Context: an optimization exercise on an open-source flow, tuned for small area. The choices shown serve that exercise and are no tape-out recipe.
The RTL was checked by simulation tests, not by an equivalence proof against the original design.

Design nn_top, start of the top module:
module nn_top (
	input  logic          clk,
	input  logic          rst_n,
	input  logic          in_valid_d,
	input  nn_pkg::data_t data_point,
	input  logic          in_valid_w1,
	input  nn_pkg::data_t weight1,
	input  logic          in_valid_w2,
	input  nn_pkg::data_t weight2,
	output logic          out_valid,
	output nn_pkg::data_t out
);
	localparam int DATA_W = nn_pkg::DATA_W;
	localparam int N_W1   = nn_pkg::N_W1;
	localparam int N_W2   = nn_pkg::N_W2;
	logic [1:0]                     cnt;
	logic [3:0]                     m1;
	logic [1:0]                     m2;
	logic [N_W1-1:0][DATA_W-1:0]    w1;
	logic [N_W2-1:0][DATA_W-1:0]    w2;
	logic [DATA_W-1:0]              x1, x2;
	logic                           v1, v2;
	logic [1:0]                     i1, i2;
	logic [2:0][DATA_W-1:0]         acc;
	logic                           r2;
	logic [DATA_W-1:0]              oacc;
	always_ff @(posedge clk or negedge rst_n) begin
		if (!rst_n) begin
			cnt <= '0;
			v1  <= 1'b0;
			v2  <= 1'b0;
			r2  <= 1'b0;
		end else begin
			if (in_valid_d)
				cnt <= cnt + 2'd1;
			v1 <= in_valid_d;
			v2 <= v1;
			r2 <= v2 && (i2 == 2'd3);
		end
	end
	always_ff @(posedge clk) begin
		x1 <= data_point;
		x2 <= x1;
		i1 <= cnt;
		i2 <= i1;
	end
	always_ff @(posedge clk or negedge rst_n) begin
		if (!rst_n) begin
			m1 <= '0;
			m2 <= '0;
		end else begin
			if (in_valid_w1 && m1 != 4'(N_W1))
				m1 <= m1 + 4'd1;
			if (in_valid_w2 && m2 != 2'(N_W2))
				m2 <= m2 + 2'd1;
		end
	end
	logic [2:0] vx;
	assign vx = {v2, v1, in_valid_d};
	always_ff @(posedge clk) begin
		for (int j = 0; j < 3; j++) begin
			if (in_valid_w1 || vx[j]) begin
				for (int i = 0; i < 3; i++)
					w1[4*j+i] <= w1[4*j+i+1];
				if (!in_valid_w1)
					w1[4*j+3] <= w1[4*j];
				else if (j == 2)
					w1[4*j+3] <= weight1;
				else
					w1[4*j+3] <= w1[(4*j+4) % N_W1];
			end
		end
	end
	always_ff @(posedge clk) begin
		if (in_valid_w2) begin
			w2[N_W2-1] <= weight2;
			for (int k = 0; k < N_W2 - 1; k++)
				w2[k] <= w2[k+1];
		end
	end
	logic [2:0][DATA_W-1:0] xs;
	logic [2:0][1:0]        ix;
	logic [2:0]             ok;
	logic [2:0][DATA_W-1:0] xg;
	logic [2:0][DATA_W-1:0] acc_in;
	logic [2:0][DATA_W-1:0] acc_nx;
	logic [N_W1-1:0] sv;
	always_comb
		for (int k = 0; k < N_W1; k++)
			sv[k] = (m1 >= 4'(N_W1 - k));
	assign xs = {x2, x1, data_point};
	assign ix = {i2, i1, cnt};
	genvar gj;
	generate
  ...
clock: 8.0 ns
lec_check: 0
cap_margin: 20
core_margin: 2
core_utilization: 60
slew_margin: 20
synth_hierarchical: 1
standard.sh (not shown) runs the stock make flow with config.mk's settings and CLKGATE_MAP_FILE= SYNTH_SCRIPT=/design/flow/synth_recipe.tcl, a recipe that flattens the netlist after the stock synthesis.
==> flow/flow/run.sh <==
#!/bin/bash
# Standard synthesis; then every combinational cell of the netlist is set to
# its smallest drive strength before the standard layout steps, whose timing
# and design repair size up what needs it.  Ports get the smallest buffer;
# the clock tree is built without dummy loads.
set -euo pipefail
bash standard.sh synth > synth_stage.log 2>&1
NET=orfs/results/sky130hd/nn_top/base/1_2_yosys.v
python3 flow/downsize.py $NET > downsize.log 2>&1
bash standard.sh "BUFFER_PORTS_ARGS=-buffer_cell sky130_fd_sc_hd__buf_1" \
  "CTS_ARGS=-sink_clustering_enable -repair_clock_nets -sink_clustering_size 16 -sink_clustering_max_diameter 80 -buf_list sky130_fd_sc_hd__clkbuf_8 -dont_use_dummy_load" \
  finish > layout_stage.log 2>&1
==> flow/flow/downsize.py <==
#!/usr/bin/env python3
"""Swap each combinational cell of the synthesized netlist for the smallest
drive strength of the same cell (same function and pins).  Timing repair in
the later steps sizes up what needs it."""
import re, sys
LIB = "/OpenROAD-flow-scripts/flow/platforms/sky130hd/lib/sky130_fd_sc_hd__tt_025C_1v80.lib"
txt = open(LIB).read()
area = {}
for c in re.split(r'\n\s*cell\s*\(', txt)[1:]:
    n = re.match(r'\s*"?(\w+)"?', c).group(1)
    a = re.search(r'area\s*:\s*([\d.]+)', c)
    if a:
        area[n] = float(a.group(1))
SKIP = re.compile(r'__(df|edf|sdf|dl|clk|conb|tap|fill|decap|buf|inv|probe|lpflow|mux2i|ebuf|einv)')
def target(cell):
    if SKIP.search(cell):
        return cell
    m = re.match(r'(sky130_fd_sc_hd__\w+?)_(\d+)$', cell)
    if not m:
        return cell
    best = cell
    for d in ("0", "1"):
        cand = f"{m.group(1)}_{d}"
        if cand in area and area[cand] < area[best]:
            best = cand
    return best
path = sys.argv[1]
net = open(path).read()
swaps = {}
def sub(m):
    t = target(m.group(1))
    if t != m.group(1):
        swaps[(m.group(1), t)] = swaps.get((m.group(1), t), 0) + 1
    return m.group(0).replace(m.group(1), t, 1)
net = re.sub(r'^(\s*sky130_fd_sc_hd__\w+)(?=\s)', lambda m: sub2(m), net, flags=re.M) if False else \
      re.sub(r'(?m)^\s*(sky130_fd_sc_hd__\w+)\s', sub, net)
open(path, "w").write(net)
for (a, b), n in sorted(swaps.items()):
    print(f"{n:5d} {a} -> {b}")
==> next run, changes <==
--- a/flow/flow/run.sh
+++ b/flow/flow/run.sh
@@ -8,5 +8,5 @@
 NET=orfs/results/sky130hd/nn_top/base/1_2_yosys.v
 python3 flow/downsize.py $NET > downsize.log 2>&1
-bash standard.sh "BUFFER_PORTS_ARGS=-buffer_cell sky130_fd_sc_hd__buf_1" \
+bash standard.sh REMOVE_ABC_BUFFERS=1 "BUFFER_PORTS_ARGS=-buffer_cell sky130_fd_sc_hd__buf_1" \
   "CTS_ARGS=-sink_clustering_enable -repair_clock_nets -sink_clustering_size 16 -sink_clustering_max_diameter 80 -buf_list sky130_fd_sc_hd__clkbuf_8 -dont_use_dummy_load" \
   finish > layout_stage.log 2>&1
CORE_UTILIZATION = 70   (was 60)
=>
- cell area fell slightly
- register-to-register slack gets better by 110 ps
- synthesized cell count does not change
- routed wire length fell by a little under a tenth
- die area fell by about a fifth
- sequential cell count is unchanged
- non-clock buffer count fell by 14
- global-route usage rose by 2.2 points
- synthesized area does not change
==> next run, changes <==
--- a/flow/flow/run.sh
+++ b/flow/flow/run.sh
@@ -9,4 +9,4 @@
 python3 flow/downsize.py $NET > downsize.log 2>&1
 bash standard.sh REMOVE_ABC_BUFFERS=1 "BUFFER_PORTS_ARGS=-buffer_cell sky130_fd_sc_hd__buf_1" \
-  "CTS_ARGS=-sink_clustering_enable -repair_clock_nets -sink_clustering_size 16 -sink_clustering_max_diameter 80 -buf_list sky130_fd_sc_hd__clkbuf_8 -dont_use_dummy_load" \
+  "CTS_ARGS=-sink_clustering_enable -repair_clock_nets -sink_clustering_size 20 -sink_clustering_max_diameter 90 -buf_list sky130_fd_sc_hd__clkbuf_8 -dont_use_dummy_load" \
   finish > layout_stage.log 2>&1
What happened: The new run went through all stages and came out clean. Design area barely changes. Die area does not change. First-iteration DRC count falls by 3.5%. Utilization came out lower by 0.13 points. Routed wire length barely changes. Area after synthesis does not change. Fmax falls by 0.50%.
==> next run, changes <==
--- a/flow/flow/run.sh
+++ b/flow/flow/run.sh
@@ -8,5 +8,5 @@
 NET=orfs/results/sky130hd/nn_top/base/1_2_yosys.v
 python3 flow/downsize.py $NET > downsize.log 2>&1
-bash standard.sh REMOVE_ABC_BUFFERS=1 "BUFFER_PORTS_ARGS=-buffer_cell sky130_fd_sc_hd__buf_1" \
-  "CTS_ARGS=-sink_clustering_enable -repair_clock_nets -sink_clustering_size 20 -sink_clustering_max_diameter 90 -buf_list sky130_fd_sc_hd__clkbuf_8 -dont_use_dummy_load" \
+bash standard.sh "BUFFER_PORTS_ARGS=-buffer_cell sky130_fd_sc_hd__buf_1" \
+  "CTS_ARGS=-sink_clustering_enable -repair_clock_nets -sink_clustering_size 12 -sink_clustering_max_diameter 60 -buf_list {sky130_fd_sc_hd__clkbuf_4 sky130_fd_sc_hd__clkbuf_8} -dont_use_dummy_load" \
   finish > layout_stage.log 2>&1
CORE_UTILIZATION = 60   (was 70)
After rerunning: The changed run completed with no timing, DRC or antenna violations. Wire length rose by a little under a tenth. Clock-buffer cell count rose by 14. Worst setup slack degrades by 100 ps. First-iteration DRC count is unchanged. Cell area rose slightly. Utilization fell by 9.8 points. Clock skew rose by 7.1 ps. Sequential share of layout area fell by 0.37 points.

---

## gamma
Another version of the RTL of nn_top (not shown whole).
For scale: ~31000 um2 of cells after synthesis.
==> flow/design.v (excerpt) <==
module nn_top (
	input  logic          clk,
	input  logic          rst_n,
	input  logic          in_valid_d,
	input  nn_pkg::data_t data_point,
	input  logic          in_valid_w1,
	input  nn_pkg::data_t weight1,
	input  logic          in_valid_w2,
	input  nn_pkg::data_t weight2,
	output logic          out_valid,
	output nn_pkg::data_t out
);
	localparam int DATA_W = nn_pkg::DATA_W;
	localparam int N_W1   = nn_pkg::N_W1;
	localparam int N_W2   = nn_pkg::N_W2;
	logic [1:0]                     cnt;
	logic [3:0]                     m1;
	logic [1:0]                     m2;
	logic [N_W1-1:0][DATA_W-1:0]    w1;
	logic [N_W2-1:0][DATA_W-1:0]    w2;
	logic [DATA_W-1:0]              x1, x2;
	logic                           v1, v2;
	logic [1:0]                     i1, i2;
	logic [2:0][DATA_W-1:0]         acc;
	logic                           r2;
	logic [DATA_W-1:0]              oacc;
	always_ff @(posedge clk or negedge rst_n) begin
  ...
Settings: LEC_CHECK=0, CAP_MARGIN=20, CORE_MARGIN=2, CORE_UTILIZATION=40, CTS_CLUSTER_DIAMETER=100, CTS_CLUSTER_SIZE=24, SLEW_MARGIN=20, SYNTH_HIERARCHICAL=1; clock period 8.0 ns.
==> flow/flow/run.sh <==
#!/bin/bash
# Standard synthesis; then every combinational cell of the netlist is set to
# its smallest drive strength before the standard layout steps, whose timing
# and design repair size up what needs it.  Ports get the smallest buffer;
# the clock tree is built without dummy loads.
set -euo pipefail
bash standard.sh synth > synth_stage.log 2>&1
NET=orfs/results/sky130hd/nn_top/base/1_2_yosys.v
python3 flow/downsize.py $NET > downsize.log 2>&1
bash standard.sh "BUFFER_PORTS_ARGS=-buffer_cell sky130_fd_sc_hd__buf_1" \
  "CTS_ARGS=-sink_clustering_enable -repair_clock_nets -sink_clustering_size 24 -sink_clustering_max_diameter 100 -buf_list sky130_fd_sc_hd__clkbuf_16 -dont_use_dummy_load" \
  finish > layout_stage.log 2>&1
Scripts as last shown in full above: flow/flow/downsize.py
### gamma -> alpha
- clearing CTS_CLUSTER_SIZE, which used to be 24
- swapping 40 for 60 in CORE_UTILIZATION
- clearing CTS_CLUSTER_DIAMETER, which used to be 100
diff --git a/flow/flow/run.sh b/flow/flow/run.sh
--- a/flow/flow/run.sh
+++ b/flow/flow/run.sh
@@ -9,4 +9,4 @@
 python3 flow/downsize.py $NET > downsize.log 2>&1
 bash standard.sh "BUFFER_PORTS_ARGS=-buffer_cell sky130_fd_sc_hd__buf_1" \
-  "CTS_ARGS=-sink_clustering_enable -repair_clock_nets -sink_clustering_size 24 -sink_clustering_max_diameter 100 -buf_list sky130_fd_sc_hd__clkbuf_16 -dont_use_dummy_load" \
+  "CTS_ARGS=-sink_clustering_enable -repair_clock_nets -sink_clustering_size 16 -sink_clustering_max_diameter 80 -buf_list sky130_fd_sc_hd__clkbuf_8 -dont_use_dummy_load" \
   finish > layout_stage.log 2>&1
Results
alpha against gamma: initial core utilization went up; global-route met2 utilization now sits higher; layout overhead on the synthesized area went down by 2.2 points.

-- port drivers added, routing unchanged --
In the flow no input, the clock included, has a driving cell. The finished layouts below were timed again as built, in two steps. Step 1, drivers: a clkbuf_16 drives clk and a buf_2 each remaining input, both assumed. Step 2 times the ports against the registers' clock, not the clock port: input delays grow and output delays shrink by t, the midpoint of the rising clock arrivals with the driver on. Slacks: ideal ports / drivers / drivers and shift; pairs: ideal ports / drivers.
| run | t (ns) | setup slack, ns | worst setup path at the end | worst register clock-pin slew, ns |
|---|---|---|---|---|
| the first run of note 1 | 0.681 | 0.528 / 0.528 / 0.426 | input to register | 0.10 / 0.10 |
| the second run of note 1 | 0.679 | 0.639 / 0.639 / 0.338 | input to register | 0.10 / 0.10 |
| the third run of note 1 | 0.678 | 0.602 / 0.602 / 0.327 | input to register | 0.13 / 0.13 |
| the fourth run of note 1 | 0.650 | 0.501 / 0.501 / 0.476 | input to register | 0.08 / 0.08 |
| gamma | 0.630 | 0.436 / 0.436 / 0.436 | register to register | 0.10 / 0.10 |
| alpha | 0.693 | 0.704 / 0.704 / 0.290 | input to register | 0.10 / 0.10 |
After both steps setup and hold are still met in every run listed. For alpha, which loses most, drivers alone change the setup slack by 0.000 ns; drivers and shift together by -0.414 ns.
